What follows belongs to an exercise in optimizing a design on an open flow for small area; a production flow would make more cautious choices. RTL that was checked went through simulation tests only; none was proved equivalent to the original. No functional check of the RTL was part of runs 1 and 2. Power figures rest on the tool's default switching activity, not on a simulated workload.

==> flow/design.v <==
`default_nettype none
package rv_pkg;
  localparam int xlen = 32;
  typedef logic [xlen-1:0] word_t;
  typedef logic [4:0]      reg_addr_t;
  localparam word_t nop_instr = 32'h0000_0013;
  localparam logic [6:0] op_load    = 7'b0000011;
  localparam logic [6:0] op_store   = 7'b0100011;
  localparam logic [6:0] op_imm     = 7'b0010011;
  localparam logic [6:0] op_reg     = 7'b0110011;
  localparam logic [6:0] op_branch  = 7'b1100011;
  localparam logic [6:0] op_jal     = 7'b1101111;
  localparam logic [6:0] op_custom0 = 7'b0001011;
  localparam logic [2:0] f3_beq  = 3'b000;
  localparam logic [2:0] f3_bne  = 3'b001;
  localparam logic [2:0] f3_blt  = 3'b100;
  localparam logic [2:0] f3_bge  = 3'b101;
  localparam logic [2:0] f3_bltu = 3'b110;
  localparam logic [2:0] f3_bgeu = 3'b111;
  localparam logic [1:0] aluc_add   = 2'b00;
  localparam logic [1:0] aluc_sub   = 2'b01;
  localparam logic [1:0] aluc_funct = 2'b10;
  localparam logic [1:0] fwd_none = 2'b00;
  localparam logic [1:0] fwd_mem  = 2'b01;
  localparam logic [1:0] fwd_wb   = 2'b10;
  typedef enum logic [4:0] {
    alu_add, alu_sub, alu_and, alu_or, alu_xor,
    alu_slt, alu_sltu, alu_sll, alu_srl, alu_sra,
    alu_andn, alu_orn, alu_xnor, alu_min, alu_max,
    alu_minu, alu_maxu, alu_rol, alu_ror, alu_abs
  } alu_op_e;
  typedef struct packed {
    logic       reg_write;
    logic       mem_write;
    logic       mem_to_reg;
    logic       alu_src;
    logic       branch;
    logic       jump;
    logic [1:0] alu_op;
  } ctrl_t;
  typedef struct packed {
    ctrl_t      ctrl;
    word_t      pc;
    word_t      rs1_val;
    word_t      rs2_val;
    word_t      imm;
    reg_addr_t  rs1;
    reg_addr_t  rs2;
    reg_addr_t  rd;
    logic [2:0] funct3;
    logic [6:0] funct7;
    logic [6:0] opcode;
  } id_ex_t;
  typedef struct packed {
    logic      reg_write;
    logic      mem_write;
    logic      mem_to_reg;
    word_t     alu_out;
    word_t     store_data;
    reg_addr_t rd;
  } ex_mem_t;
  typedef struct packed {
    logic      we;
    reg_addr_t rd;
    word_t     value;
  } wb_bus_t;
endpackage
`default_nettype wire
`timescale 1ns/100ps
`default_nettype none
module reg_file (
  input  logic       clk,
  input  logic [4:0] rs1,
  input  logic [4:0] rs2,
  input  logic [4:0] rd,
  input  logic       we,
  input  logic       clr,
  input  logic [7:0] wd,
  output logic [7:0] rs1_chunk,
  output logic [7:0] rs2_chunk
);
  logic [31:0] regs [32];
  assign regs[0] = '0;
  for (genvar i = 1; i < 32; i++) begin : g_reg
    logic wr;
    assign wr = clr || (we && rd == 5'(i));
    always_ff @(posedge clk) begin
      regs[i] <= {wr ? wd : regs[i][7:0], regs[i][31:8]};
    end
  end
  logic [4:0] ra;
  logic [4:0] rb;
  assign ra = clr ? 5'd0 : rs1;
  assign rb = clr ? 5'd0 : rs2;
  always_comb begin
    rs1_chunk = regs[ra][7:0];
    rs2_chunk = regs[rb][7:0];
  end
endmodule
`default_nettype wire
`timescale 1ns/100ps
`default_nettype none
module rv_pipeline_top (
  input  logic          clk,
  input  logic          reset,
  input  rv_pkg::word_t instr,
  input  rv_pkg::word_t read_data,
  output rv_pkg::word_t pc,
  output logic          mem_write,
  output rv_pkg::word_t data_addr,
  output rv_pkg::word_t write_data
);
  logic [1:0] ph;      
  logic       ps;      
  logic       clr;     
  always_ff @(posedge clk or posedge reset) begin
    if (reset) begin
      ph  <= 2'd0;
      ps  <= 1'b0;
      clr <= 1'b1;
    end else begin
      ph <= {ph[1] ^ ph[0], ~ph[0]};
      if (ph == 2'd3) begin
        ps  <= ~ps;
        clr <= 1'b0;
      end
    end
  end
  function automatic logic [8:0] add8(input logic [7:0] x, input logic [7:0] y, input logic c);
    logic [7:0] o;
    logic       k;
    k = c;
    for (int i = 0; i < 8; i++) begin
      o[i] = x[i] ^ y[i] ^ k;
      k    = (x[i] & y[i]) | (x[i] & k) | (y[i] & k);
    end
    add8 = {k, o};
  endfunction
  logic last;
  assign last = ps && ph == 2'd3;
  logic [6:0] opc;
  logic [2:0] f3;
  logic [4:0] rs1, rs2, rd;
  logic [4:0] cf;
  logic       b30;
  assign opc = instr[6:0];
  assign f3  = instr[14:12];
  assign rd  = instr[11:7];
  assign rs1 = instr[19:15];
  assign rs2 = instr[24:20];
  assign cf  = {instr[26:25], instr[14:12]};
  assign b30 = instr[30];
  logic is_load, is_store, is_imm, is_op, is_cus, is_br, is_jal;
  assign is_load  = opc == rv_pkg::op_load;
  assign is_store = opc == rv_pkg::op_store;
  assign is_imm   = opc == rv_pkg::op_imm;
  assign is_op    = opc == rv_pkg::op_reg;
  assign is_cus   = opc == rv_pkg::op_custom0;
  assign is_br    = opc == rv_pkg::op_branch;
  assign is_jal   = opc == rv_pkg::op_jal;
  logic alu_f;    
  assign alu_f = is_imm || is_op;
  logic o_sub, o_and, o_or, o_xor, o_slt, o_sltu, o_sll, o_srx, o_sra;
  logic c_andn, c_orn, c_xnor, c_min, c_max, c_minu, c_maxu, c_rol, c_ror, c_abs;
  assign o_sub  = is_op && f3 == 3'b000 && b30;
  assign o_sll  = alu_f && f3 == 3'b001;
  assign o_slt  = alu_f && f3 == 3'b010;
  assign o_sltu = alu_f && f3 == 3'b011;
  assign o_xor  = alu_f && f3 == 3'b100;
  assign o_srx  = alu_f && f3 == 3'b101;
  assign o_sra  = o_srx && b30;
  assign o_or   = alu_f && f3 == 3'b110;
  assign o_and  = alu_f && f3 == 3'b111;
  assign c_andn = is_cus && cf == 5'b00_000;
  assign c_orn  = is_cus && cf == 5'b00_001;
  assign c_xnor = is_cus && cf == 5'b00_010;
  assign c_min  = is_cus && cf == 5'b01_000;
  assign c_max  = is_cus && cf == 5'b01_001;
  assign c_minu = is_cus && cf == 5'b01_010;
  assign c_maxu = is_cus && cf == 5'b01_011;
  assign c_rol  = is_cus && cf == 5'b10_000;
  assign c_ror  = is_cus && cf == 5'b10_001;
  assign c_abs  = is_cus && cf == 5'b11_000;
  logic k_shift, k_left, k_slt, k_mm, k_logic, k_sub_p1;
  assign k_shift  = o_sll || o_srx || c_rol || c_ror;
  assign k_left   = o_sll || c_rol;
  assign k_slt    = o_slt || o_sltu;
  assign k_mm     = c_min || c_max || c_minu || c_maxu;
  assign k_logic  = o_and || o_or || o_xor || c_andn || c_orn || c_xnor;
  assign k_sub_p1 = k_slt || k_mm || is_br;
  logic writes;
  assign writes = (is_imm || is_op || is_cus || is_load || is_jal) && rd != 5'd0;
  logic [31:0] t_q;      
  logic [31:0] da_q;     
  logic        cy_q;     
  logic        eq_q;     
  logic        flag_q;   
  logic [31:1] pc_q;
  logic        pcy_q;    
  logic        pcout;
  logic [7:0]  t_in;
  logic [7:0] ra_c, rb_c, res;
  reg_file u_rf (
    .clk       (clk),
    .rs1       (rs1),
    .rs2       (rs2),
    .rd        (rd),
    .we        (ps && writes),
    .clr       (clr),
    .wd        (ps ? res : 8'd0),
    .rs1_chunk (ra_c),
    .rs2_chunk (rb_c)
  );
  logic [31:0] pc32;
  assign pc32 = {pc_q, 1'b0};
  logic [7:0] pc_c, rd_c;
  always_comb begin
    case (ph)
      2'd0: begin pc_c = pc32[7:0];   rd_c = read_data[7:0];   end
      2'd1: begin pc_c = pc32[15:8];  rd_c = read_data[15:8];  end
      2'd2: begin pc_c = pc32[23:16]; rd_c = read_data[23:16]; end
      default: begin pc_c = pc32[31:24]; rd_c = read_data[31:24]; end
    endcase
  end
  logic       sgn;
  logic [7:0] imm_c;
  assign sgn = instr[31];
  always_comb begin
    case (ph)
      2'd0: imm_c = {instr[27:25], is_store ? instr[11:7] : instr[24:20]};
      2'd1: imm_c = {{4{sgn}}, instr[31:28]};
      default: imm_c = {8{sgn}};
    endcase
  end
  logic [7:0] a_c, b_c;
  logic       inv_a, inv_b, cin0;
  always_comb begin
    a_c   = ra_c;
    b_c   = (is_imm || is_load || is_store) ? imm_c : rb_c;
    inv_a = 1'b0;
    inv_b = 1'b0;
    cin0  = 1'b0;
    if (!ps) begin
      if (k_shift) b_c = 8'd0;
      if (k_sub_p1) begin
        inv_b = 1'b1;
        cin0  = 1'b1;
      end
    end else begin
      if (is_jal) begin
        a_c = pc_c;
        b_c = (ph == 2'd0) ? 8'd4 : 8'd0;
      end
      if (o_sub) begin
        inv_b = 1'b1;
        cin0  = 1'b1;
      end
      if (c_andn || c_orn || c_xnor) inv_b = 1'b1;
      if (c_abs) begin
        b_c   = 8'd0;
        inv_a = flag_q;
        cin0  = flag_q;
      end
    end
  end
  logic [7:0] ai, bi, sum;
  logic       cin, cout;
  assign ai  = a_c ^ {8{inv_a}};
  assign bi  = b_c ^ {8{inv_b}};
  assign cin = (ph == 2'd0) ? cin0 : cy_q;
  assign {cout, sum} = add8(ai, bi, cin);
  logic eq_all, lts, ltu, taken, flag_d;
  assign eq_all = (ph == 2'd0 || eq_q) && sum == 8'd0;
  assign ltu    = ~cout;
  assign lts    = (a_c[7] != b_c[7]) ? a_c[7] : sum[7];
  always_comb begin
    case (f3)
      3'b000:  taken = eq_all;
      3'b001:  taken = ~eq_all;
      3'b100:  taken = lts;
      3'b101:  taken = ~lts;
      3'b110:  taken = ltu;
      3'b111:  taken = ~ltu;
      default: taken = 1'b0;
    endcase
    if (is_br)
      flag_d = taken;
    else if (o_sltu || c_minu || c_maxu)
      flag_d = ltu;
    else if (o_slt || c_min || c_max)
      flag_d = lts;
    else
      flag_d = ra_c[7];
  end
  logic [4:0]  s_amt, r_amt;
  logic [1:0]  q;
  logic [15:0] w0, w1, w2, w3;
  logic [7:0]  rot, th, shres;
  logic        gtl, eql, gtr, eqr;
  assign s_amt = t_q[4:0];
  assign r_amt = s_amt ^ {5{k_left}};
  logic [1:0] q1;
  assign q  = {r_amt[4] ^ ph[1] ^ (r_amt[3] & ph[0]), r_amt[3] ^ ph[0]};
  assign q1 = {q[1] ^ q[0], ~q[0]};
  always_comb begin
    case (q)
      2'd0: w0[7:0] = da_q[7:0];
      2'd1: w0[7:0] = da_q[15:8];
      2'd2: w0[7:0] = da_q[23:16];
      default: w0[7:0] = da_q[31:24];
    endcase
    case (q1)
      2'd0: w0[15:8] = da_q[7:0];
      2'd1: w0[15:8] = da_q[15:8];
      2'd2: w0[15:8] = da_q[23:16];
      default: w0[15:8] = da_q[31:24];
    endcase
  end
  assign w1  = r_amt[2] ? {4'd0, w0[15:4]} : w0;
  assign w2  = r_amt[1] ? {2'd0, w1[15:2]} : w1;
  assign w3  = r_amt[0] ? {1'd0, w2[15:1]} : w2;
  assign rot = k_left ? w3[8:1] : w3[7:0];
  logic [1:0] sh, phr;
  assign sh  = s_amt[4:3];
  assign phr = ~ph;
  assign eql = ph == sh;
  assign eqr = phr == sh;
  assign gtl = (ph[1] & ~sh[1]) | (ph[1] ~^ sh[1]) & ph[0] & ~sh[0];
  assign gtr = (phr[1] & ~sh[1]) | (phr[1] ~^ sh[1]) & phr[0] & ~sh[0];
  always_comb begin
    case (s_amt[2:0])
      3'd0: th = 8'hff;
      3'd1: th = 8'hfe;
      3'd2: th = 8'hfc;
      3'd3: th = 8'hf8;
      3'd4: th = 8'hf0;
      3'd5: th = 8'he0;
      3'd6: th = 8'hc0;
      default: th = 8'h80;
    endcase
    for (int t = 0; t < 8; t++) begin
      logic ok;
      ok = 1'b1;
      if (o_sll) ok = gtl || (eql && th[t]);
      if (o_srx) ok = gtr || (eqr && th[7 - t]);
      shres[t] = ok ? rot[t] : (o_sra && flag_q);
    end
  end
  always_comb begin
    if (k_shift)
      res = shres;
    else if (is_load)
      res = rd_c;
    else if (k_slt)
      res = {7'd0, flag_q && ph == 2'd0};
    else if (k_mm)
      res = (flag_q ^ (c_max || c_maxu)) ? ra_c : rb_c;
    else if (o_and || c_andn)
      res = a_c & bi;
    else if (o_or || c_orn)
      res = a_c | bi;
    else if (o_xor || c_xnor)
      res = a_c ^ bi;
    else
      res = sum;
  end
  always_ff @(posedge clk) begin
    cy_q <= cout;
    eq_q <= eq_all;
    t_q  <= {t_in, t_q[31:8]};
    pcy_q <= pcout;
    if (!ps && ph == 2'd3) flag_q <= flag_d;
    if (!ps) da_q <= {sum, da_q[31:8]};
  end
  logic [31:0] imm_bj, off;
  logic [7:0]  off_c, nxt;
  assign imm_bj = is_jal ? {{12{instr[31]}}, instr[19:12], instr[20], instr[30:21], 1'b0}
                         : {{20{instr[31]}}, instr[7], instr[30:25], instr[11:8], 1'b0};
  assign off = (is_jal || (is_br && flag_q)) ? imm_bj : 32'd4;
  always_comb begin
    case (ph)
      2'd0: off_c = off[7:0];
      2'd1: off_c = off[15:8];
      2'd2: off_c = off[23:16];
      default: off_c = off[31:24];
    endcase
  end
  assign {pcout, nxt} = add8(pc_c, off_c, ph != 2'd0 && pcy_q);
  always_comb begin
    if (ps)
      t_in = nxt;
    else if (k_shift && ph != 2'd0)
      t_in = t_q[31:24];
    else if (is_imm)
      t_in = imm_c;
    else
      t_in = rb_c;
  end
  always_ff @(posedge clk or posedge reset) begin
    if (reset) begin
      pc_q <= '0;
    end else if (last) begin
      pc_q <= {nxt, t_q[31:9]};
    end
  end
  assign pc         = pc32;
  assign mem_write  = is_store && ps && ph == 2'd0;
  assign data_addr  = da_q;
  assign write_data = t_q;
endmodule
`default_nettype wire
==> flow/run.sh <==
#!/bin/bash
# synth_recipe.tcl (not shown) runs the flow's synth.tcl, then flattens the netlist and writes it again
# the make line also repeats each setting of config.mk as NAME=value (left out here)
make -C /OpenROAD-flow-scripts/flow DESIGN_CONFIG=/design/flow/config.mk WORK_HOME=/design/flow/orfs CLKGATE_MAP_FILE= SYNTH_SCRIPT=/design/flow/synth_recipe.tcl finish
==> flow/config.mk <==
export PLATFORM = sky130hd
export DESIGN_NAME = rv_pipeline_top
export DESIGN_NICKNAME = rv_pipeline_top
export VERILOG_FILES = /design/flow/design.v
export SDC_FILE = /design/flow/constraint.sdc
export NUM_CORES = 4
export LEC_CHECK = 0
export CAP_MARGIN = 0
export CORE_MARGIN = 2
export CORE_UTILIZATION = 30
export CTS_BUF_LIST = sky130_fd_sc_hd__clkbuf_4
export PLACE_DENSITY = 0.38
export SLEW_MARGIN = 0
==> flow/constraint.sdc <==
create_clock -name core_clock -period 10.0 [get_ports {clk}]
set_input_delay 2.0000 -clock core_clock [delete_from_list [all_inputs] [get_ports {clk}]]
set_output_delay 2.0000 -clock core_clock [all_outputs]
set_load 0.01 [all_outputs]
==> results of run 1 <==
[layout make-up]
class                   count  area share [%]
clock inverters            66          0.7832
multi-input cells        1993           29.44
diodes                      2         0.01148
well taps                1612           4.624
flip-flops and latches   1095           51.62
repair buffers            286           5.961
clock buffers             416           7.160
inverters                  46          0.3959
[worst reg2reg max path, delay by kind of cell (launching register included)]
kind | cells | cell delay [ns]
adders and majority gates | 8 | 3.30
AOI/OAI and AO/OA | 4 | 0.89
DFF | 1 | 1.13
muxes | 4 | 0.53
and+or+nand+nor | 5 | 1.47
xor gates and xnor gates | 1 | 0.18
buffers and inverters | 6 | 0.78
[logic make-up after synthesis]
family	Yosys count	share of synthesized area, %
and+or+nand+nor	1124	15.47
DFF	1095	61.83
AOI/OAI and AO/OA	625	11.24
adders and majority gates	41	1.732
muxes	176	5.424
other	1	0.01030
xor gates and xnor gates	26	0.7046
buffers and inverters	314	3.599
[registers in the layout, summed over array words and instances, names as in the netlist, 2 cells and up]
register / count
u_rf.regs: 992
da_q: 32
t_q: 32
pc_q: 31
ph: 2
[layer usage]
metal | vias to the layer above | GRT usage (%)
met5 | - | 0
met4 | 2 | 8.940
met3 | 330 | 6.168
met2 | 1441 | 35.78
met1 | 14010 | 30.55
li1 | 13050 | -
[where the power goes]
part	switching (µW)	internal (µW)
combinational	211	112
clock	1770	1980
sequential	16.3	4400
[worst min-delay path by stage]
stage / start / end / depth (start not counted)
after floorplan: u_rf.regs[10][8]$_DFF_P_ / u_rf.regs[10][0]$_DFF_P_ / 0
after global placement: u_rf.regs[20][17]$_DFF_P_ / u_rf.regs[20][9]$_DFF_P_ / 0
after detailed placement: u_rf.regs[11][11]$_DFF_P_ / u_rf.regs[11][3]$_DFF_P_ / 0
after CTS: u_rf.regs[27][16]$_DFF_P_ / u_rf.regs[27][8]$_DFF_P_ / 0
after global routing: u_rf.regs[27][16]$_DFF_P_ / u_rf.regs[27][8]$_DFF_P_ / 0
final: u_rf.regs[27][16]$_DFF_P_ / u_rf.regs[27][8]$_DFF_P_ / 0
[layout by cell type (no fill, tap or decap), drive strengths merged, types with 9 or more instances in the layout]
cell type,n
or3,9
a22oi,20
nand3,461
and2,22
a31oi,122
fa,16
ha,24
nor4,27
clkbuf,416
dfrtp,34
clkdlybuf4s50,161
dfxtp,1019
o211ai,13
nor3,17
o21ai,178
clkinv,60
nand2,263
a222oi,15
mux4,9
and3,20
nor2b,17
or4,11
nand4,98
a211oi,13
a31o,10
nor2,128
buf,125
inv,49
a221oi,11
mux2,74
mux2i,93
a21o,32
a2111oi,9
edfxtp,41
a32oi,34
a21oi,100
xnor2,17
[stage by stage]
step	util, %	area, µm²	setup slack [ns]	hold slack, ns	total power, µW
4_1_cts	36.30	43610	1.472	0.2574	8667
6_report	36.31	43610	1.281	0.2566	8496
2_1_floorplan	-	36400	1.134	0.3096	4669
3_5_place_dp	33.42	40140	0.1435	0.3121	4835
5_1_grt	36.31	43610	0.8499	0.2308	8917
3_3_place_gp	33.42	40140	0.04901	0.3095	4835
==> run_results.csv, run 1 <==
group,metric,value,unit
synth,synth.distinct_cells,102,
worst_setup_path,crit_cells,30,
worst_setup_path,cp.required,11.09,ns
die,die-area,124100,µm²
clock_tree,cts_buffers,306,
sta,finalSetupTns,0,ns
routing,highest-signal-layer,"met5",
clock_tree,cts_hold_buf,0,
worst_setup_path,cp.arrival,9.81,ns
synth,yosys-top-cells-area,"dfxtp_1 56%, nand3_1 6.3%, edfxtp_1 3.4%",
die,start_util,30.30,%
routing,ant_nets,0,
synth,synth_most_common_cell,"dfxtp_1",
sta,setup_viol,0,
global_routing,grt_pass1_vias,28890,
clock_tree,clk_path_buf_depth,4,
clock_tree,clkTransAtPathRegs,0.06,ns
clock_tree,post_cts_buffers,0,
worst_setup_path,regToRegSetupSlack,1.57,ns
global_routing,overflow,0,
synth,ys_top_cells_by_count,"1019 x dfxtp_1, 461 x nand3_1, 263 x nand2_1, 156 x clkbuf_1, 130 x o21ai_0",
synth,synth-main-ff-cell,"dfxtp_1",
die,ios,163,
global_routing,antenna_found_initial,4,
global_routing,grt_max_degree,80,
routing,drc,0,
worst_setup_path,critPathMaxFanout,31,
final_layout,num-fill-cells,12180,
die,die_y,352.3,µm
final_layout,areaGrowthSynthToFinish,19.81,%
placement,dp.cells,5032,
clock_tree,ctsResizeCount,0,
synth,synth_area_per_cell,10.70,µm²
clock_tree,cts_sinks,1095,
worst_setup_path,crit_type,"primary input to flop",
power,power.density,194.8,nW/µm²
run_status,status,"finished clean",
placement,dp_hpwl,104200,µm
worst_setup_path,crit_start,"instr[23]",
synth,ys_seq_area_share,61.83,%
synth,async_flop_share,3.196,%
worst_setup_path,cpMaxStageDelayCell,"nor4_1",
worst_setup_path,r2r_end,"u_rf.regs[10][31]$_DFF_P_",
routing,dr_wl_met3,11150,µm
worst_setup_path,crit_top_cell,"fa_1",
sta,fmax,114.7,MHz
routing,wire_per_inst,26.57,µm
die,dieWidth,352.3,µm
sta,fin_crit_sh,87.19,%
sta,fin_crit,8.719,ns
global_routing,grt_first_pass_wirelength,209300,µm
worst_setup_path,worst_setup_path_start_kind,"primary input",
final_layout,nets,3834,
sta,worst_pin_slew,1.329,ns
clock_tree,htreeDepth,5,
sta,rsz0062_at_grt,"no",
routing,firstDrtPassIters,8,
clock_tree,cts_root_buf,"clkbuf_4",
routing,drt-initial-drc-count,2837,
synth,synth_top_area_share,56.04,%
routing,vias,28820,
final_layout,multiInputGateArea,12840,µm²
power,vdd_drop_max,0.0001175,V
synth,synthesis.nets,3508,
sta,max_slew_margin,10.95,%
worst_setup_path,slowest_delay,0.62,ns
routing,totalWireLength,146600,µm
clock_tree,cts_tree,"yes",
die,num_rows,127,
power,p_leak,0.01681,µW
synth,synthCells,3402,
hold_path,hp-class,"flop to flop",
sta,drv_slew,0,
routing,wl_met1,65160,µm
worst_setup_path,critPathCaptureType,"flop",
final_layout,drive_gt1_share,18.20,%
synth,yosys_warnings,3,
die,core,120100,µm²
synth,synth_seq_cells,1095,
worst_setup_path,crit_buf_inv,8,
sta,finalHoldViolCount,0,
final_layout,regArea,22520,µm²
final_layout,final_cells,5516,
worst_setup_path,worstSetupEndpoint,"u_rf.regs[10][31]$_DFF_P_",
synth,yosysTopAreaCell,"dfxtp_1",
worst_setup_path,rr_startpoint,"clr$_DFFE_PP1N_",
run,maxCapViolCount,0,
routing,via_per_inst,5.226,
sta,fin_worst_skew,0.1086,ns
global_routing,grt.total_usage,23.07,%
synth,syn_area,36400,µm²
worst_setup_path,r2r_cells,28,
synth,synth_edf_count,41,
placement,gp_congestion,0.9179,
routing,wl_met2,65270,µm
worst_setup_path,critPathTopFamily,"adder cells",
clock_tree,worstSkewPairLatency,1.24,ns
placement,numPortBuffers,161,
==> run 2, diff against run 1 <==
--- a/flow/config.mk
+++ b/flow/config.mk
@@ -7,7 +7,9 @@
 export LEC_CHECK = 0
+export ABC_AREA = 1
+export ABC_CLOCK_PERIOD_IN_PS = 10000
 export CAP_MARGIN = 0
 export CORE_MARGIN = 2
-export CORE_UTILIZATION = 30
-export CTS_BUF_LIST = sky130_fd_sc_hd__clkbuf_4
-export PLACE_DENSITY = 0.38
+export CORE_UTILIZATION = 55
+export CTS_BUF_LIST = sky130_fd_sc_hd__clkbuf_4 sky130_fd_sc_hd__clkbuf_8
+export PLACE_DENSITY = 0.65
 export SLEW_MARGIN = 0
==> run 2 against run 1 <==
Against the previous run: critical endpoint is now u_rf.regs[7][31]$_DFF_P_; global-route usage grew 20 points; largest cell class unchanged; largest power group unchanged; power is 2.7% higher; sequential cell count unchanged; still clean; clock power up 2%; combinational power down 24%; critical path type unchanged; worst hold slack better by 0.041 ns; area after synthesis fell by 0.69%.
==> run_results.csv, run 2 <==
group,metric,value,unit
placement,dp_hpwl,107800,µm
power,switching_power,2010,µW
die,num_rows,93,
power,vdd_drop_max,0.0001981,V
power,p_leak,0.01855,µW
final_layout,areaGrowthSynthToFinish,17.50,%
worst_setup_path,slowest_delay,0.60,ns
worst_setup_path,crit_type,"primary input to flop",
synth,ys_top_cells_by_count,"1019 x dfxtp_1, 947 x nand2_1, 429 x nand3_1, 412 x inv_1, 207 x nor2_1",
worst_setup_path,cp.arrival,9.65,ns
run,maxCapViolCount,0,
synth,yosys_warnings,3,
power,switching_share,23.04,%
sta,max_slew_margin,12.22,%
final_layout,num-fill-cells,4912,
clock_tree,clk_path_buf_depth,3,
synth,synth_top_area_share,56.43,%
synth,yosys-top-cells-area,"dfxtp_1 56%, nand2_1 9.8%, nand3_1 5.9%",
clock_tree,cts_sinks,1095,
sta,fmax,112.1,MHz
run_status,status,"finished clean",
synth,synth_edf_count,41,
global_routing,grt_max_degree,49,
power,clkPwrFrac,43.8,%
power,pwr-share-comb,2.8,%
placement,numPortBuffers,161,
worst_setup_path,cpMaxStageDelayCell,"nor2_1",
routing,ant_nets,0,
final_layout,drive_gt1_share,11.69,%
synth,async_flop_share,3.196,%
synth,syn_area,36150,µm²
die,ios,163,
synth,synth-main-ff-cell,"dfxtp_1",
die,start_util,55.88,%
routing,drc,0,
power,share_seq_of_total_power,53.4,%
routing,via_per_inst,5.898,
global_routing,overflow,0,
clock_tree,ctsResizeCount,0,
sta,worst_slack,1.077,ns
routing,totalWireLength,148000,µm
synth,synth.distinct_cells,64,
final_layout,largest_reg_flops,992,
sta,finalSetupTns,0,ns
synth,synth_area_per_cell,9.260,µm²
placement,dpl_cell_area,38960,µm²
clock_tree,cts_hold_buf,0,
die,core,64700,µm²
global_routing,grt_first_pass_wirelength,207400,µm
routing,firstDrtPassIters,6,
clock_tree,worstSkewPairLatency,0.84,ns
worst_setup_path,critPathCaptureType,"flop",
worst_setup_path,regToRegSetupSlack,1.90,ns
final_layout,nets,4317,
sta,drv_slew,0,
sta,finalHoldViolCount,0,
sta,worst_pin_slew,1.312,ns
sta,fin_crit,8.923,ns
power,p_int,6712,µW
final_layout,finalInstanceArea,42480,µm²
synth,yosysTopAreaCell,"dfxtp_1",
final_layout,largest_registers,"u_rf.regs (992), da_q (32), t_q (32)",
hold_path,hp-class,"flop to flop",
synth,synthCells,3904,
final_layout,final_common_cell,"dfxtp_1",
clock_tree,cts_root_buf,"clkbuf_8",
clock_tree,post_cts_buffers,0,
power,power.density,205.3,nW/µm²
synth,synth_most_common_cell,"dfxtp_1",
final_layout,layout_common_cells,"1019 x dfxtp_1, 947 x nand2_1, 429 x nand3_1, 411 x inv_1, 207 x nor2_1",
global_routing,antenna_found_initial,9,
sta,fin_crit_sh,89.23,%
synth,synth_seq_cells,1095,
sta,fin_worst_skew,0.06562,ns
placement,gp_congestion,1.114,
die,die-area,67800,µm²
clock_tree,cts_tree,"yes",
clock_tree,htreeDepth,4,
worst_setup_path,critPathMaxFanout,18,
routing,wire_per_inst,28.51,µm
routing,vias,30620,
final_layout,regMostFlops,"u_rf.regs",
global_routing,grt.total_usage,43.25,%
sta,setup_viol,0,
global_routing,grt_pass1_vias,29790,
worst_setup_path,cp.required,10.72,ns
synth,synthesis.nets,4010,
worst_setup_path,worst_setup_path_start_kind,"primary input",
clock_tree,cts_buffers,155,
die,dieWidth,260.4,µm
sta,rsz0062_at_grt,"no",
placement,pre_cts_slack,0.4440,ns
routing,drt-initial-drc-count,3884,
clock_tree,clkTransAtPathRegs,0.06,ns
final_layout,final_util,65.65,%
die,die_y,260.4,µm
synth,ys_seq_area_share,62.26,%
[run 2: cell types whose count changed after synthesis, moves of 58 or more]
cell      delta
mux2i_1     -93
inv_1      +371
nand4_1     -67
o22ai_1    +142
a31oi_1    -115
nor2_1      +79
mux2_2      -58
clkbuf_1   -125
nand2_1    +684
[run 2: per-layer routing]
metal	GRT usage, %	wire length (µm)
met1	55.22	57620
met4	30.98	11780
met5	0	52
met3	9.071	14150
met2	65.47	64400
[run 2: power by group through the flow]
stage                     logic [µW]  registers [µW]  clock network [µW]
after floorplan                  113            4730                   0
after global placement           235            4730                   0
after detailed placement         236            4750                   0
after CTS                        238            4660                3830
after global routing             256            4670                4000
final                            244            4660                3820
[run 2: final cells by class]
type / count / area (µm²) / share of cell area, %
multi-input cells: 2252 / 11320 / 26.64
flip-flops and latches: 1095 / 22510 / 52.99
repair buffers: 258 / 2377 / 5.597
inverters: 449 / 1688 / 3.974
clock buffers: 241 / 3048 / 7.176
clock inverters: 34 / 450.4 / 1.060
well taps: 855 / 1070 / 2.519
diodes: 7 / 17.52 / 0.04124
[run 2: stage by stage]
stage,total power (µW),hold slack [ns],std cells
2_1_floorplan,4841,0.3096,3904
3_3_place_gp,4966,0.3095,4909
3_5_place_dp,4985,0.3121,4909
4_1_cts,8725,0.2871,5184
5_1_grt,8925,0.2967,5185
6_report,8722,0.2976,5191
[run 2: worst max-delay path, delay by kind of cell]
family / cells / cell delay (ns)
AOI/OAI and AO/OA: 6 / 0.98
xor gates and xnor gates: 1 / 0.13
adders and majority gates: 8 / 3.20
buffers and inverters: 7 / 1.26
and+or+nand+nor: 13 / 2.04
[run 2: worst paths after layout]
check / from / to / cells past startpoint
setup / recovery: instr[15] / u_rf.regs[7][31]$_DFF_P_ / 35
min in group asynchronous: reset / pc_q[9]$_DFFE_PP0P_ / 3
hold reg to reg: u_rf.regs[19][25]$_DFF_P_ / u_rf.regs[19][17]$_DFF_P_ / 0
hold / removal: u_rf.regs[19][25]$_DFF_P_ / u_rf.regs[19][17]$_DFF_P_ / 0
setup reg to reg: clr$_DFFE_PP1N_ / u_rf.regs[7][31]$_DFF_P_ / 33
max in group asynchronous: reset / clr$_DFFE_PP1N_ / 3
[run 2: cell families (layout without fill, tap and decap cells)]
group / Yosys count / after routing / synth area share [%]
buffers and inverters: 557 / 982 / 6.669
other: 1 / 8 / 0.01037
adder cells (fa/ha/maj): 40 / 40 / 1.717
flip-flops: 1095 / 1095 / 62.26
AO/OA/AOI/OAI: 458 / 458 / 7.566
multiplexers: 14 / 14 / 0.4361
XOR/XNOR: 22 / 22 / 0.6368
AND/OR/NAND/NOR: 1717 / 1717 / 20.70
==> run 3, diff against run 2 <==
--- a/flow/design.v
+++ b/flow/design.v
@@ -294,56 +294,32 @@
   end
-  logic [4:0]  s_amt, r_amt;
-  logic [1:0]  q;
-  logic [15:0] w0, w1, w2, w3;
-  logic [7:0]  rot, th, shres;
-  logic        gtl, eql, gtr, eqr;
+  logic [4:0]  s_amt;
+  logic [5:0]  sr;
+  logic [2:0]  c_lo, c_hi;
+  logic [7:0]  z_lo, z_hi, shres;
+  logic [15:0] zw;
+  logic        fill;
   assign s_amt = t_q[4:0];
-  assign r_amt = s_amt ^ {5{k_left}};
-  logic [1:0] q1;
-  assign q  = {r_amt[4] ^ ph[1] ^ (r_amt[3] & ph[0]), r_amt[3] ^ ph[0]};
-  assign q1 = {q[1] ^ q[0], ~q[0]};
-  always_comb begin
-    case (q)
-      2'd0: w0[7:0] = da_q[7:0];
-      2'd1: w0[7:0] = da_q[15:8];
-      2'd2: w0[7:0] = da_q[23:16];
-      default: w0[7:0] = da_q[31:24];
-    endcase
-    case (q1)
-      2'd0: w0[15:8] = da_q[7:0];
-      2'd1: w0[15:8] = da_q[15:8];
-      2'd2: w0[15:8] = da_q[23:16];
-      default: w0[15:8] = da_q[31:24];
-    endcase
-  end
-  assign w1  = r_amt[2] ? {4'd0, w0[15:4]} : w0;
-  assign w2  = r_amt[1] ? {2'd0, w1[15:2]} : w1;
-  assign w3  = r_amt[0] ? {1'd0, w2[15:1]} : w2;
-  assign rot = k_left ? w3[8:1] : w3[7:0];
-  logic [1:0] sh, phr;
-  assign sh  = s_amt[4:3];
-  assign phr = ~ph;
-  assign eql = ph == sh;
-  assign eqr = phr == sh;
-  assign gtl = (ph[1] & ~sh[1]) | (ph[1] ~^ sh[1]) & ph[0] & ~sh[0];
-  assign gtr = (phr[1] & ~sh[1]) | (phr[1] ~^ sh[1]) & phr[0] & ~sh[0];
-  always_comb begin
-    case (s_amt[2:0])
-      3'd0: th = 8'hff;
-      3'd1: th = 8'hfe;
-      3'd2: th = 8'hfc;
-      3'd3: th = 8'hf8;
-      3'd4: th = 8'hf0;
-      3'd5: th = 8'he0;
-      3'd6: th = 8'hc0;
-      default: th = 8'h80;
+  assign sr    = k_left ? (6'd32 - {1'b0, s_amt}) : {1'b0, s_amt};
+  assign c_lo  = {1'b0, ph} + sr[5:3];
+  assign c_hi  = c_lo + 3'd1;
+  assign fill  = o_sra && flag_q;
+  function automatic logic [7:0] zchunk(input logic [2:0] c, input logic [31:0] w,
+                                        input logic zero_lo, input logic fill_hi,
+                                        input logic fbit);
+    logic [7:0] x;
+    case (c[1:0])
+      2'd0: x = w[7:0];
+      2'd1: x = w[15:8];
+      2'd2: x = w[23:16];
+      default: x = w[31:24];
     endcase
-    for (int t = 0; t < 8; t++) begin
-      logic ok;
-      ok = 1'b1;
-      if (o_sll) ok = gtl || (eql && th[t]);
-      if (o_srx) ok = gtr || (eqr && th[7 - t]);
-      shres[t] = ok ? rot[t] : (o_sra && flag_q);
-    end
-  end
+    if (c[2])
+      zchunk = fill_hi ? {8{fbit}} : x;
+    else
+      zchunk = zero_lo ? 8'd0 : x;
+  endfunction
+  assign z_lo  = zchunk(c_lo, da_q, o_sll, o_srx, fill);
+  assign z_hi  = zchunk(c_hi, da_q, o_sll, o_srx, fill);
+  assign zw    = {z_hi, z_lo} >> sr[2:0];
+  assign shres = zw[7:0];
   always_comb begin
==> flow/config.mk (replaced) <==
export PLATFORM = sky130hd
export DESIGN_NAME = rv_pipeline_top
export DESIGN_NICKNAME = rv_pipeline_top
export VERILOG_FILES = /design/flow/design.v
export SDC_FILE = /design/flow/constraint.sdc
export NUM_CORES = 4
export LEC_CHECK = 0
export CAP_MARGIN = 0
export CORE_MARGIN = 2
export CORE_UTILIZATION = 45
export CTS_BUF_LIST = sky130_fd_sc_hd__clkbuf_16
export CTS_CLUSTER_DIAMETER = 80
export CTS_CLUSTER_SIZE = 30
export PLACE_DENSITY = 0.55
export SLEW_MARGIN = 0
export SYNTH_HIERARCHICAL = 1
==> run 3 against run 2 <==
Against the previous run: sequential share of layout area up 3.5 points; sequential cell count unchanged; clock power shrank 42%; still clean on timing, DRC and antenna; via count down 26%; synthesized cell count is 31% lower; utilization down 13 points; first-iteration DRC count down 42%.
==> run_results.csv, run 3 <==
group,metric,value,unit
run_status,status,"finished clean",
routing,drc,0,
final_layout,nets,2999,
final_layout,layout_common_cells,"1019 x dfxtp_1, 307 x mux2_2, 159 x clkdlybuf4s50_1, 154 x buf_4, 89 x mux2i_1",
power,vdd_drop_max,0.0002130,V
worst_setup_path,critPathCaptureType,"flop",
routing,firstDrtPassIters,8,
die,die_y,281.8,µm
sta,fin_crit_sh,93.64,%
final_layout,regMostFlops,"u_rf.regs",
sta,max_slew_margin,13.78,%
routing,drt-initial-drc-count,2257,
final_layout,final_util,52.31,%
final_layout,areaGrowthSynthToFinish,14.79,%
die,ios,163,
clock_tree,htreeDepth,2,
synth,synth_most_common_cell,"dfxtp_1",
synth,synth.distinct_cells,99,
routing,via_per_inst,5.731,
placement,dp_hpwl,96050,µm
power,p_leak,0.01592,µW
synth,synth-main-ff-cell,"dfxtp_1",
routing,totalWireLength,125400,µm
clock_tree,worstSkewPairLatency,0.65,ns
sta,worst_pin_slew,1.293,ns
sta,finalHoldViolCount,0,
synth,synth_area_per_cell,12.96,µm²
global_routing,grt_use_met3,4.425,%
die,num_rows,101,
synth,synth_top_area_share,58.75,%
clock_tree,clk_path_buf_depth,3,
sta,fin_worst_skew,0.05667,ns
worst_setup_path,crit_type,"primary input to flop",
global_routing,antenna_found_initial,3,
clock_tree,cts_buffers,45,
synth,syn_area,34720,µm²
global_routing,met2_usage,52.80,%
placement,numPortBuffers,161,
placement,gp_congestion,1.027,
global_routing,use_met1,39.45,%
worst_setup_path,cpMaxStageDelayCell,"clkdlybuf4s50_1",
die,die-area,79400,µm²
hold_path,hp-class,"flop to flop",
clock_tree,cts_tree,"yes",
global_routing,grt.total_usage,31.27,%
final_layout,largest_reg_flops,992,
synth,synth_edf_count,41,
worst_setup_path,cp.arrival,9.90,ns
synth,synth_seq_cells,1095,
synth,async_flop_share,3.196,%
clock_tree,cts_root_buf,"clkbuf_16",
final_layout,largest_registers,"u_rf.regs (992), da_q (32), t_q (32)",
routing,ant_nets,0,
final_layout,final_common_cell,"dfxtp_1",
synth,synthCells,2680,
global_routing,grt_first_pass_wirelength,173300,µm
power,power.density,173.1,nW/µm²
worst_setup_path,slowest_delay,0.68,ns
final_layout,drive_gt1_share,20.68,%
power,pwr-share-comb,4.1,%
clock_tree,post_cts_buffers,0,
power,switching_power,1486,µW
die,start_util,45.57,%
power,power,6900,µW
routing,vias,22580,
worst_setup_path,crit_top_cell,"fa_1",
worst_setup_path,cp.required,10.54,ns
synth,ys_seq_area_share,64.82,%
global_routing,grt_pass1_vias,22490,
die,dieWidth,281.8,µm
routing,wire_per_inst,31.85,µm
synth,yosys_warnings,9,
power,switching_share,21.53,%
sta,fmax,106.8,MHz
clock_tree,clkTransAtPathRegs,0.11,ns
sta,setup_viol,0,
worst_setup_path,worst_setup_path_start_kind,"primary input",
sta,rsz0062_at_grt,"no",
sta,finalSetupTns,0,ns
synth,yosys-top-cells-area,"dfxtp_1 59%, mux2_2 10%, edfxtp_1 3.5%",
power,clkPwrFrac,32.0,%
clock_tree,cts_sinks,1095,
clock_tree,cts_hold_buf,0,
global_routing,grt_max_degree,36,
clock_tree,ctsResizeCount,0,
sta,hold-worst-slack,0.3039,ns
sta,fin_crit,9.364,ns
power,p_int,5415,µW
synth,yosysTopAreaCell,"dfxtp_1",
global_routing,gr-max-usage-layer,"met2",
power,share_seq_of_total_power,63.9,%
run,maxCapViolCount,0,
global_routing,overflow,0,
synth,synthesis.nets,2786,
worst_setup_path,critPathMaxFanout,31,
die,core,76200,µm²
synth,ys_top_cells_by_count,"1019 x dfxtp_1, 307 x mux2_2, 110 x clkbuf_1, 89 x mux2i_1, 86 x a21oi_1",
final_layout,num-fill-cells,6603,
sta,drv_slew,0,
run 3: changes by cell type after synthesis, sizes merged, moves of 89 or more:
cell,before,now
inv,445,54
nand3,451,71
o22ai,148,11
nand2,973,85
nor2,219,65
mux2i,0,89
mux2,14,308
run 3: worst max-delay path: cells and delay by family:
| family | cells | cell delay [ns] |
|---|---|---|
| adders and majority gates | 8 | 3.88 |
| xor gates and xnor gates | 1 | 0.24 |
| muxes | 4 | 0.64 |
| buffers and inverters | 5 | 1.28 |
| and+or+nand+nor | 3 | 1.11 |
| AOI/OAI and AO/OA | 4 | 0.70 |
run 3: kinds of logic after synthesis:
| kind of cell | synth area share (%) |
|---|---|
| flip-flops | 64.82 |
| AO/OA/AOI/OAI | 9.491 |
| AND/OR/NAND/NOR | 7.005 |
| multiplexers | 13.59 |
| buffers and inverters | 2.515 |
| adder cells (fa/ha/maj) | 1.838 |
| XOR/XNOR | 0.7279 |
| other | 0.01080 |
run 3: metrics by stage:
step	cell area, µm²	setup WS (ns)	std cells
finish	39860	0.6365	3939
global route	39850	0.3275	3936
CTS	39850	0.7492	3936
detailed placement	38490	0.1135	3876
global placement	38490	0.1180	3876
floorplan	34720	1.108	2680
run 3: routing by layer:
metal / routed length [µm] / up-vias
met5: 22 / -
met3: 6560 / 260
li1: - / 10070
met2: 59770 / 885
met4: 6832 / 4
met1: 52270 / 11360
run 3: cell type report:
type	instances	area, µm²	area share [%]
sequential	1095	22510	56.47
multi-input combinational	1373	11550	28.99
timing repair buffer	324	2938	7.371
tap	1030	1289	3.233
clock buffer	45	1126	2.825
clock inverter	15	232.7	0.5839
inverter	54	202.7	0.5085
antenna	3	7.507	0.01883
run 3: power by group through the flow:
| stage | clock [µW] | combinational [µW] | sequential (µW) |
|---|---|---|---|
| 6_report | 2210 | 283 | 4410 |
| 5_1_grt | 2410 | 293 | 4410 |
| 4_1_cts | 2270 | 277 | 4410 |
| 3_5_place_dp | 0 | 275 | 4510 |
| 3_3_place_gp | 0 | 275 | 4510 |
| 2_1_floorplan | 0 | 128 | 4510 |
run 3: Yosys stat by module, one instance, submodules excluded:
module / flops+latches / cells / copies in the design
rv_pipeline_top: 103 / 764 / 1
reg_file: 992 / 1916 / 1
run 3: final timing paths:
path                       cells after the start                   endpoint  slack (ns)                       from
setup / recovery                              25  u_rf.regs[29][31]$_DFF_P_        0.64                  instr[21]
hold / removal                                 0   u_rf.regs[13][4]$_DFF_P_        0.30  u_rf.regs[13][12]$_DFF_P_
setup reg to reg                              24  u_rf.regs[29][31]$_DFF_P_        1.51            clr$_DFFE_PP1N_
hold reg to reg                                0   u_rf.regs[13][4]$_DFF_P_        0.30  u_rf.regs[13][12]$_DFF_P_
max in group asynchronous                      3            clr$_DFFE_PP1N_        7.85                      reset
min in group asynchronous                      3       pc_q[10]$_DFFE_PP0P_        1.78                      reset
==> run 4, diff against run 3 <==
--- a/flow/config.mk
+++ b/flow/config.mk
@@ -10,5 +10,5 @@
 export CORE_UTILIZATION = 45
-export CTS_BUF_LIST = sky130_fd_sc_hd__clkbuf_16
-export CTS_CLUSTER_DIAMETER = 80
-export CTS_CLUSTER_SIZE = 30
+export CTS_BUF_LIST = sky130_fd_sc_hd__clkbuf_8
+export CTS_CLUSTER_DIAMETER = 60
+export CTS_CLUSTER_SIZE = 16
 export PLACE_DENSITY = 0.55
==> run 4 against run 3 <==
Against the previous run: cell area increased by 0.29%; fmax is 1.1% higher; worst setup slack better by 0.10 ns; first-iteration DRC count fell by 2.5%; clock-buffer cell count up 42; clock skew is 0.0019 ns higher; routed wire length rose by 0.65%; combinational power hardly changed; clock power barely moved.
==> run_results.csv, run 4 <==
group,metric,value,unit
clock_tree,worstSkewPairLatency,0.76,ns
final_layout,final_common_cell,"dfxtp_1",
worst_setup_path,slowest_delay,0.68,ns
synth,synth_top_area_share,58.75,%
sta,hold-worst-slack,0.3199,ns
final_layout,layout_common_cells,"1019 x dfxtp_1, 307 x mux2_2, 159 x clkdlybuf4s50_1, 154 x buf_4, 89 x mux2i_1",
die,start_util,45.57,%
routing,drt-initial-drc-count,2201,
clock_tree,cts_root_buf,"clkbuf_8",
synth,syn_area,34720,µm²
global_routing,grt_use_met3,5.030,%
global_routing,overflow,0,
placement,dp.cells,3876,
global_routing,gr-max-usage-layer,"met2",
routing,via_per_inst,5.748,
global_routing,antenna_found_initial,4,
worst_setup_path,r2r_cells,24,
placement,dp_hpwl,96050,µm
worst_setup_path,critPathMaxFanout,31,
synth,synthesis.nets,2786,
final_layout,drive_gt1_share,21.99,%
clock_tree,clk_path_buf_depth,3,
routing,firstDrtPassIters,6,
worst_setup_path,crit_type,"primary input to flop",
routing,ant_nets,0,
global_routing,use_met1,39.40,%
synth,synth_most_common_cell,"dfxtp_1",
sta,rsz0062_at_grt,"no",
synth,synth_seq_cells,1095,
final_layout,final_cells,3992,
placement,gp_congestion,1.027,
routing,drc,0,
worst_setup_path,cp.arrival,9.88,ns
die,ios,163,
routing,wire_per_inst,31.63,µm
sta,finalHoldViolCount,0,
power,p_leak,0.01602,µW
worst_setup_path,r2r_end,"u_rf.regs[29][31]$_DFF_P_",
sta,fin_worst_skew,0.05859,ns
routing,totalWireLength,126300,µm
global_routing,grt.total_usage,31.57,%
synth,yosysTopAreaCell,"dfxtp_1",
clock_tree,ctsResizeCount,0,
final_layout,nets,3038,
die,die-area,79400,µm²
final_layout,final_util,52.46,%
sta,fin_crit_sh,92.60,%
worst_setup_path,worstSetupEndpoint,"u_rf.regs[29][31]$_DFF_P_",
sta,worst_pin_slew,1.258,ns
die,dieWidth,281.8,µm
routing,vias,22950,
synth,yosys_warnings,9,
clock_tree,htreeDepth,3,
synth,ys_seq_area_share,64.82,%
clock_tree,cts_hold_buf,0,
clock_tree,cts_sinks,1095,
final_layout,areaGrowthSynthToFinish,15.12,%
placement,dpl_cell_area,38490,µm²
worst_setup_path,worst_setup_path_start_kind,"primary input",
synth,yosys-top-cells-area,"dfxtp_1 59%, mux2_2 10%, edfxtp_1 3.5%",
sta,setup_viol,0,
die,die_y,281.8,µm
synth,synthCells,2680,
run_status,status,"finished clean",
final_layout,num-fill-cells,6592,
final_layout,regMostFlops,"u_rf.regs",
hold_path,hp-class,"flop to flop",
global_routing,grt_first_pass_wirelength,174600,µm
synth,async_flop_share,3.196,%
global_routing,met2_usage,53.46,%
die,core,76200,µm²
worst_setup_path,crit_start,"instr[21]",
sta,fmax,108.0,MHz
die,num_rows,101,
worst_setup_path,regToRegSetupSlack,1.48,ns
synth,ys_top_cells_by_count,"1019 x dfxtp_1, 307 x mux2_2, 110 x clkbuf_1, 89 x mux2i_1, 86 x a21oi_1",
clock_tree,clkTransAtPathRegs,0.10,ns
worst_setup_path,rr_startpoint,"clr$_DFFE_PP1N_",
clock_tree,post_cts_buffers,0,
synth,synth.distinct_cells,99,
synth,synth-main-ff-cell,"dfxtp_1",
worst_setup_path,cp.required,10.62,ns
worst_setup_path,critPathCaptureType,"flop",
final_layout,largest_registers,"u_rf.regs (992), da_q (32), t_q (32)",
global_routing,grt_pass1_vias,22890,
final_layout,largest_reg_flops,992,
placement,numPortBuffers,161,
sta,fin_crit,9.260,ns
synth,synth_edf_count,41,
worst_setup_path,crit_top_cell,"fa_1",
global_routing,grt_max_degree,36,
power,power.density,173.4,nW/µm²
worst_setup_path,cpMaxStageDelayCell,"clkdlybuf4s50_1",
clock_tree,cts_buffers,84,
clock_tree,cts_tree,"yes",
sta,finalSetupTns,0,ns
power,vdd_drop_max,0.0001365,V
sta,max_slew_margin,16.11,%
synth,synth_area_per_cell,12.96,µm²
sta,drv_slew,0,
final_layout,finalInstanceArea,39970,µm²
run,maxCapViolCount,0,
## run 4: worst min path at each step
stage                         startpoint                        end  slack (ns)  depth (start not counted)
2_1_floorplan   u_rf.regs[10][8]$_DFF_P_   u_rf.regs[10][0]$_DFF_P_        0.31                          0
3_3_place_gp   u_rf.regs[24][20]$_DFF_P_  u_rf.regs[24][12]$_DFF_P_        0.31                          0
3_5_place_dp    u_rf.regs[10][9]$_DFF_P_   u_rf.regs[10][1]$_DFF_P_        0.31                          0
4_1_cts        u_rf.regs[29][26]$_DFF_P_  u_rf.regs[29][18]$_DFF_P_        0.31                          0
5_1_grt        u_rf.regs[31][28]$_DFF_P_  u_rf.regs[31][20]$_DFF_P_        0.30                          0
6_report       u_rf.regs[20][14]$_DFF_P_   u_rf.regs[20][6]$_DFF_P_        0.32                          0
## run 4: Yosys stat by module (local to each module, per instance)
module / area [µm²] / cells inside / copies in the design
reg_file: 27150 / 1916 / 1
rv_pipeline_top: 7571 / 764 / 1
## run 4: through the flow
| step | total power [µW] | worst slack (ns) |
|---|---|---|
| floorplan | 4634 | 1.108 |
| global placement | 4781 | 0.1180 |
| detailed placement | 4782 | 0.1135 |
| CTS | 6993 | 0.8550 |
| global route | 7164 | 0.4029 |
| finish | 6930 | 0.7396 |
## run 4: layer usage
| layer | wire length [µm] | vias up |
|---|---|---|
| met5 | 11 | - |
| met4 | 6673 | 2 |
| met3 | 6778 | 276 |
| met2 | 60490 | 941 |
| met1 | 52310 | 11570 |
| li1 | - | 10160 |
## run 4: report_power, final
part	leakage [µW]	total [µW]	switching (µW)	internal [µW]
clock network	0.000783	2240	1380	859
logic	0.00611	284	169	114
registers	0.00913	4400	10.9	4390
## run 4: area by class of cell
class | count | area, µm² | share of cell area, %
Timing Repair Buffer | 324 | 2938 | 7.349
Clock buffer | 87 | 1197 | 2.995
Tap cell | 1030 | 1289 | 3.224
Antenna cell | 2 | 5.005 | 0.01252
Sequential cell | 1095 | 22510 | 56.31
Multi-Input combinational cell | 1373 | 11550 | 28.91
Clock inverter | 27 | 280.3 | 0.7011
Inverter | 54 | 202.7 | 0.5071
## run 4: cell families (layout without fill, tap and decap cells)
group	Yosys count	count (layout)	share of synthesized area (%)
DFF	1095	1095	64.82
AOI/OAI and AO/OA	452	452	9.491
and+or+nand+nor	438	438	7.005
muxes	413	413	13.59
buffers and inverters	212	492	2.515
adders and majority gates	41	41	1.838
xor gates and xnor gates	28	28	0.7279
other	1	3	0.01080
## run 4: worst max-delay path: cells and delay by family
family	cells	cell delay, ns
buf+inv	5	1.27
compound gates	4	0.70
mux	4	0.63
simple gates	3	1.09
fa+ha+maj	8	3.88
xor+xnor	1	0.24
==> run 5, diff against run 4 <==
==> flow/flow/run.sh (new file) <==
#!/bin/bash
set -o pipefail
cp standard.sh standard.sh.txt 2>/dev/null
export BUFFER_PORTS_ARGS="-buffer_cell sky130_fd_sc_hd__buf_1"
export CTS_ARGS="-sink_clustering_enable -repair_clock_nets -dont_use_dummy_load -buf_list sky130_fd_sc_hd__clkbuf_16 -sink_clustering_size 30 -sink_clustering_max_diameter 80"
bash standard.sh > standard.log 2>&1
==> flow/standard.sh (new file) <==
#!/bin/bash
# synth_recipe.tcl (not shown) runs the flow's synth.tcl, then flattens the netlist and writes it again
# the make line also repeats each setting of config.mk as NAME=value (left out here)
make -C /OpenROAD-flow-scripts/flow DESIGN_CONFIG=/design/flow/config.mk WORK_HOME=/design/flow/orfs CLKGATE_MAP_FILE= SYNTH_SCRIPT=/design/flow/synth_recipe.tcl "${@:-finish}"
--- a/flow/config.mk
+++ b/flow/config.mk
@@ -10,5 +10,5 @@
 export CORE_UTILIZATION = 45
-export CTS_BUF_LIST = sky130_fd_sc_hd__clkbuf_8
-export CTS_CLUSTER_DIAMETER = 60
-export CTS_CLUSTER_SIZE = 16
+export CTS_BUF_LIST = sky130_fd_sc_hd__clkbuf_16
+export CTS_CLUSTER_DIAMETER = 80
+export CTS_CLUSTER_SIZE = 30
 export PLACE_DENSITY = 0.55
removed: flow/run.sh
==> run 5 against run 4 <==
Against the previous run: still clean on timing, DRC and antenna; critical path depth shrank 1; global-route usage down 0.50 points; power decreased by 2.6%; combinational power is 13% lower; cell area fell by 3.7%; critical path type unchanged; largest cell class unchanged.
==> run_results.csv, run 5 <==
group,metric,value,unit
clock_tree,cts_root_buf,"clkbuf_16",
worst_setup_path,crit_type,"primary input to flop",
synth,yosys-top-cells-area,"dfxtp_1 59%, mux2_2 10%, edfxtp_1 3.5%",
run_status,status,"finished clean",
sta,fin_crit_sh,93.25,%
final_layout,largest_registers,"u_rf.regs (992), da_q (32), t_q (32)",
clock_tree,cts_sinks,1095,
global_routing,grt.total_usage,31.06,%
die,start_util,45.57,%
power,switching_power,1410,µW
routing,firstDrtPassIters,7,
power,p_int,5339,µW
worst_setup_path,cpMaxStageDelayCell,"a221oi_4",
power,p_leak,0.01531,µW
die,die_y,281.8,µm
worst_setup_path,r2r_end,"u_rf.regs[7][30]$_DFF_P_",
power,power.density,175.3,nW/µm²
worst_setup_path,cp.arrival,9.81,ns
hold_path,hp-start,"u_rf.regs[28][15]$_DFF_P_",
die,die-area,79400,µm²
sta,worst_pin_slew,1.225,ns
global_routing,overflow,0,
power,switching_share,20.89,%
routing,drc,0,
worst_setup_path,rr_startpoint,"clr$_DFFE_PP1N_",
final_layout,final_util,50.51,%
routing,ant_nets,0,
hold_path,hp-class,"flop to flop",
synth,synth-main-ff-cell,"dfxtp_1",
die,dieWidth,281.8,µm
worst_setup_path,crit_top_cell,"fa_1",
synth,syn_area,34720,µm²
sta,rsz0062_at_grt,"no",
worst_setup_path,critPathCaptureType,"flop",
final_layout,areaGrowthSynthToFinish,10.85,%
clock_tree,worstSkewPairLatency,0.63,ns
synth,synth_most_common_cell,"dfxtp_1",
power,pwr-share-comb,3.6,%
clock_tree,cts_tree,"yes",
sta,fin_worst_skew,0.08838,ns
synth,synth_top_area_share,58.75,%
routing,wire_per_inst,31.89,µm
global_routing,grt_first_pass_wirelength,172000,µm
final_layout,regMostFlops,"u_rf.regs",
worst_setup_path,cp.required,10.49,ns
global_routing,grt_pass1_vias,22070,
final_layout,largest_reg_flops,992,
sta,drv_slew,0,
synth,synth_area_per_cell,12.96,µm²
synth,ys_seq_area_share,64.82,%
sta,finalHoldViolCount,0,
final_layout,regArea,22510,µm²
worst_setup_path,regToRegSetupSlack,1.07,ns
synth,synthesis.nets,2786,
global_routing,grt_max_degree,36,
synth,ys_top_cells_by_count,"1019 x dfxtp_1, 307 x mux2_2, 110 x clkbuf_1, 89 x mux2i_1, 86 x a21oi_1",
synth,yosys_warnings,9,
synth,synth_edf_count,41,
power,clkPwrFrac,31.1,%
sta,setup_viol,0,
synth,synthAdderAreaFrac,1.838,%
sta,max_slew_margin,18.35,%
worst_setup_path,worst_setup_path_start_kind,"primary input",
routing,vias,22590,
power,share_seq_of_total_power,65.3,%
worst_setup_path,critPathMaxFanout,16,
sta,finalSetupTns,0,ns
sta,hold-worst-slack,0.2510,ns
routing,totalWireLength,124600,µm
synth,synth.distinct_cells,99,
routing,drt-initial-drc-count,2268,
die,ios,163,
synth,yosysTopAreaCell,"dfxtp_1",
synth,synth_top_family_by_area,"multiplexers",
clock_tree,post_cts_buffers,0,
synth,synth_seq_cells,1095,
final_layout,final_common_cell,"dfxtp_1",
worst_setup_path,path_cells,"buf_1, nor4_2, and2_1, a22oi_1, nand4_1, or4_1, o211ai_1, xor2_1, inv_1, fa_1, fa_1, fa_1, fa_1, fa_1, fa_1, fa_1, inv_1, mux2_1, o21ai_1, a221oi_1, o21ai_0, a221oi_4, buf_12, mux2_2",
worst_setup_path,r2r_cells,23,
power,vdd_drop_max,0.0001711,V
synth,synth-simple-area-share,7.005,%
synth,synthCells,2680,
die,core,76200,µm²
placement,numPortBuffers,161,
clock_tree,clkTransAtPathRegs,0.10,ns
run,maxCapViolCount,0,
clock_tree,htreeDepth,2,
hold_path,min_path_cells,0,
routing,via_per_inst,5.783,
final_layout,num-fill-cells,6711,
placement,gp_congestion,1.002,
die,num_rows,101,
sta,fin_crit,9.325,ns
placement,dp_hpwl,95820,µm
synth,async_flop_share,3.196,%
worst_setup_path,slowest_delay,0.79,ns
global_routing,antenna_found_initial,6,
hold_path,hold_end,"u_rf.regs[28][7]$_DFF_P_",
clock_tree,clk_path_buf_depth,3,
final_layout,multiInputGateArea,11540,µm²
sta,fmax,107.2,MHz
clock_tree,ctsResizeCount,0,
clock_tree,cts_buffers,48,
final_layout,layout_common_cells,"1019 x dfxtp_1, 307 x mux2_2, 157 x buf_1, 137 x buf_4, 89 x mux2i_1",
final_layout,drive_gt1_share,19.84,%
synth,synth_xor_xnor_area_share,0.7279,%
synth,synthMuxAreaShare,13.59,%
clock_tree,cts_hold_buf,0,
final_layout,nets,2981,
synth,synth_compound_area_share,9.491,%
==> run 5: final cells by class <==
type	instances	area share [%]
sequential	1095	58.48
clock buffer	48	3.121
multi-input combinational	1373	29.99
inverter	54	0.5266
antenna	4	0.02601
tap	1030	3.348
timing repair buffer	303	4.515
==> run 5: how the worst max path moves through the flow <==
stage	start	slack, ns	end
2_1_floorplan	instr[23]	1.11	u_rf.regs[10][31]$_DFF_P_
3_3_place_gp	instr[20]	0.18	u_rf.regs[10][30]$_DFF_P_
3_5_place_dp	instr[20]	0.18	u_rf.regs[16][30]$_DFF_P_
4_1_cts	instr[20]	0.73	u_rf.regs[7][30]$_DFF_P_
5_1_grt	instr[20]	0.25	u_rf.regs[7][30]$_DFF_P_
6_report	instr[20]	0.67	u_rf.regs[7][30]$_DFF_P_
==> run 5: power by group through the flow <==
| stage | Combinational (µW) | Sequential [µW] | Clock (µW) |
|---|---|---|---|
| after floorplan | 128 | 4510 | 0 |
| after global routing | 256 | 4410 | 2290 |
| after detailed placement | 239 | 4510 | 0 |
| after global placement | 239 | 4510 | 0 |
| after CTS | 240 | 4410 | 2150 |
| final | 246 | 4410 | 2100 |
==> run 5: critical path: cells and delay by family <==
family	cells	cell delay, ns
adders and majority gates	7	3.29
xor gates and xnor gates	1	0.23
and+or+nand+nor	4	1.20
muxes	2	0.28
buffers and inverters	4	0.97
AOI/OAI and AO/OA	6	1.79
==> run 5: through the flow <==
stage	instance area, µm²	power [µW]	worst slack, ns	instances
final	38490	6749	0.6749	3907
after global routing	38480	6958	0.2481	3903
after CTS	38480	6795	0.7329	3903
after detailed placement	37280	4746	0.1825	3855
after global placement	37270	4746	0.1798	3855
after floorplan	34720	4634	1.108	2680
==> run 5: logic make-up after synthesis <==
logic type / Yosys count
XOR/XNOR: 28
AO/OA/AOI/OAI: 452
flip-flops: 1095
AND/OR/NAND/NOR: 438
adder cells (fa/ha/maj): 41
other: 1
buffers and inverters: 212
multiplexers: 413
==> run 5: modules after synthesis (local to each module, per instance) <==
module,cells,area [µm²],flip-flops and latches,times used
reg_file,1916,27150,992,1
rv_pipeline_top,764,7571,103,1
==> run 5: layer usage <==
| layer | vias up | share of wire [%] | wire [µm] | track usage [%] |
|---|---|---|---|---|
| met2 | 922 | 47 | 58630 | 51.60 |
| met3 | 289 | 5.6 | 6983 | 4.765 |
| met1 | 11360 | 42 | 52270 | 39.87 |
| li1 | 10020 | - | - | - |
| met4 | 8 | 5.3 | 6655 | 14.51 |
| met5 | - | 0.043 | 54 | 0 |
==> run 6, diff against run 5 <==
--- a/flow/flow/run.sh
+++ b/flow/flow/run.sh
@@ -1,4 +1,6 @@
 #!/bin/bash
+# The standard layout (standard.sh: standard synthesis, floorplan, place,
+# CTS, route), with two changes: ports are buffered with buf_1 instead of the
+# resizer's default pick, and CTS inserts no dummy loads.
 set -o pipefail
-cp standard.sh standard.sh.txt 2>/dev/null
 export BUFFER_PORTS_ARGS="-buffer_cell sky130_fd_sc_hd__buf_1"
==> run 6 against run 5 <==
Against the previous run: combinational power hardly changed; register-to-register slack hardly changed; worst setup slack stayed put; clock skew stayed put; die area stayed put; critical path type unchanged; largest power group unchanged.
==> run_results.csv, run 6 <==
group,metric,value,unit
sta,max_slew_margin,18.35,%
worst_setup_path,cp.arrival,9.81,ns
global_routing,grt_max_degree,36,
placement,dpl_cell_area,37280,µm²
final_layout,layout_common_cells,"1019 x dfxtp_1, 307 x mux2_2, 157 x buf_1, 137 x buf_4, 89 x mux2i_1",
synth,synth-main-ff-cell,"dfxtp_1",
synth,yosysTopAreaCell,"dfxtp_1",
clock_tree,htreeDepth,2,
synth,synth.distinct_cells,99,
worst_setup_path,crit_type,"primary input to flop",
sta,fin_worst_skew,0.08838,ns
clock_tree,cts_root_buf,"clkbuf_16",
final_layout,nets,2981,
power,p_leak,0.01531,µW
power,power.density,175.3,nW/µm²
final_layout,final_util,50.51,%
final_layout,regMostFlops,"u_rf.regs",
synth,synth_most_common_cell,"dfxtp_1",
hold_path,hp-class,"flop to flop",
global_routing,grt_pass1_vias,22070,
placement,pre_cts_slack,0.1825,ns
final_layout,largest_reg_flops,992,
final_layout,finalInstanceArea,38490,µm²
clock_tree,cts_tree,"yes",
synth,synth_seq_cells,1095,
global_routing,antenna_found_initial,6,
clock_tree,cts_sinks,1095,
routing,ant_nets,0,
sta,worst_pin_slew,1.225,ns
synth,yosys_warnings,9,
synth,async_flop_share,3.196,%
die,dieWidth,281.8,µm
sta,fmax,107.2,MHz
final_layout,largest_registers,"u_rf.regs (992), da_q (32), t_q (32)",
die,core,76200,µm²
final_layout,drive_gt1_share,19.84,%
die,ios,163,
run,maxCapViolCount,0,
synth,syn_area,34720,µm²
die,die-area,79400,µm²
synth,yosys-top-cells-area,"dfxtp_1 59%, mux2_2 10%, edfxtp_1 3.5%",
clock_tree,cts_hold_buf,0,
sta,setup_viol,0,
global_routing,overflow,0,
clock_tree,post_cts_buffers,0,
routing,totalWireLength,124600,µm
placement,numPortBuffers,161,
global_routing,grt_first_pass_wirelength,172000,µm
die,die_y,281.8,µm
power,vdd_drop_max,0.0001711,V
clock_tree,cts_buffers,48,
worst_setup_path,worst_setup_path_start_kind,"primary input",
global_routing,grt.total_usage,31.06,%
synth,synth_area_per_cell,12.96,µm²
routing,via_per_inst,5.783,
synth,synthCells,2680,
die,start_util,45.57,%
synth,synth_edf_count,41,
synth,ys_seq_area_share,64.82,%
sta,finalSetupTns,0,ns
power,power,6749,µW
routing,wire_per_inst,31.89,µm
sta,drv_slew,0,
final_layout,final_common_cell,"dfxtp_1",
final_layout,areaGrowthSynthToFinish,10.85,%
routing,drc,0,
synth,synthesis.nets,2786,
worst_setup_path,critPathMaxFanout,16,
routing,drt-initial-drc-count,2268,
worst_setup_path,cp.required,10.49,ns
synth,synth_top_area_share,58.75,%
worst_setup_path,critPathCaptureType,"flop",
sta,worst_slack,0.6749,ns
die,num_rows,101,
routing,vias,22590,
sta,fin_crit,9.325,ns
clock_tree,worstSkewPairLatency,0.63,ns
sta,fin_crit_sh,93.25,%
clock_tree,ctsResizeCount,0,
clock_tree,clkTransAtPathRegs,0.10,ns
sta,finalHoldViolCount,0,
clock_tree,clk_path_buf_depth,3,
run_status,status,"finished clean",
placement,gp_congestion,1.002,
sta,rsz0062_at_grt,"no",
routing,firstDrtPassIters,7,
synth,ys_top_cells_by_count,"1019 x dfxtp_1, 307 x mux2_2, 110 x clkbuf_1, 89 x mux2i_1, 86 x a21oi_1",
placement,dp_hpwl,95820,µm
run 6: cell counts in the layout (fill, tap and decap cells not counted):
No cell type changed its count.
run 6: report_power, final:
part / internal, µW / switching, µW / leakage [µW]
registers: 4400 / 11.1 / 0.00913
clock network: 860 / 1240 / 0.000592
logic: 82.7 / 163 / 0.00559
run 6: path summary, 6_finish.rpt:
| check | start | to | slack [ns] | cells after the start |
|---|---|---|---|---|
| max in group asynchronous | reset | clr$_DFFE_PP1N_ | 8.18 | 3 |
| setup reg to reg | clr$_DFFE_PP1N_ | u_rf.regs[7][30]$_DFF_P_ | 1.07 | 23 |
| hold / removal | u_rf.regs[28][15]$_DFF_P_ | u_rf.regs[28][7]$_DFF_P_ | 0.25 | 0 |
| min in group asynchronous | reset | pc_q[4]$_DFFE_PP0P_ | 1.46 | 3 |
| setup / recovery | instr[20] | u_rf.regs[7][30]$_DFF_P_ | 0.67 | 24 |
| hold reg to reg | u_rf.regs[28][15]$_DFF_P_ | u_rf.regs[28][7]$_DFF_P_ | 0.25 | 0 |
run 6: cell families after synthesis:
logic type	after synthesis	share of synthesized area, %
buffers and inverters	212	2.515
muxes	413	13.59
AOI/OAI and AO/OA	452	9.491
and+or+nand+nor	438	7.005
adders and majority gates	41	1.838
DFF	1095	64.82
xor gates and xnor gates	28	0.7279
other	1	0.01080
run 6: through the flow:
| step | std cells | hold slack [ns] |
|---|---|---|
| finish | 3907 | 0.2510 |
| CTS | 3903 | 0.2465 |
| detailed placement | 3855 | 0.3121 |
| global placement | 3855 | 0.3096 |
| floorplan | 2680 | 0.3096 |
| global route | 3903 | 0.2410 |
run 6: per-layer routing:
layer | up-vias | GRT usage (%) | part of all wire, %
met5 | - | 0 | 0.043
met4 | 8 | 14.51 | 5.3
met3 | 289 | 4.765 | 5.6
met2 | 922 | 51.60 | 47
met1 | 11360 | 39.87 | 42
li1 | 10020 | - | -
run 6: layout make-up:
type,instances,area (µm²)
Sequential cell,1095,22510
Inverter,54,202.7
Clock buffer,48,1201
Timing Repair Buffer,303,1738
Multi-Input combinational cell,1373,11540
Antenna cell,4,10.01
Fill cell,6711,37710
Tap cell,1030,1289
run 6: critical path: stages:
cell and delay (ns):
buf_1 0.53, nor4_2 0.19, and2_1 0.23, a22oi_1 0.19, nand4_1 0.14, or4_1 0.64, o211ai_1 0.27, xor2_1 0.23
inv_1 0.11, fa_1 0.43, fa_1 0.48, fa_1 0.47, fa_1 0.47, fa_1 0.46, fa_1 0.46, fa_1 0.52
inv_1 0.09, mux2_1 0.12, o21ai_1 0.06, a221oi_1 0.28, o21ai_0 0.20, a221oi_4 0.79, buf_12 0.24, mux2_2 0.16
run 6: Yosys stat by module, one instance, submodules excluded:
module / flip-flops and latches / copies in the design / cells / cell area (µm²)
reg_file: 992 / 1 / 1916 / 27150
rv_pipeline_top: 103 / 1 / 764 / 7571

==> afterwards: timing with drivers on the ports <==
The results above use ideal ports. As a check the final layouts listed here were re-extracted and re-timed, cells and wires unchanged.
Step 1 sets driving cells, clkbuf_16 on the clock port and buf_2 on the other inputs (assumed; they add their load-dependent delay and slew).
Step 2, shift: input delay + t, output delay - t, t = (earliest + latest rising clock arrival at the registers) / 2. This alone moves slack from input paths to output paths.
Slacks: no drivers / after step 1 / after step 2; pairs: no drivers / after step 1.
| run | shift t [ns] | slack for setup (ns) |
|---|---|---|
| run 1 | 1.246 | 1.281 / 1.279 / 0.034 |
| run 2 | 0.874 | 1.077 / 1.029 / 0.155 |
| run 3 | 0.685 | 0.636 / 0.656 / -0.029 |
| run 4 | 0.791 | 0.740 / 0.748 / -0.044 |
| run 5 | 0.660 | 0.675 / 0.706 / 0.046 |
| run 6 | 0.660 | 0.675 / 0.706 / 0.046 |
Met with ideal ports but missed after step 2: setup timing in run 3 and run 4.
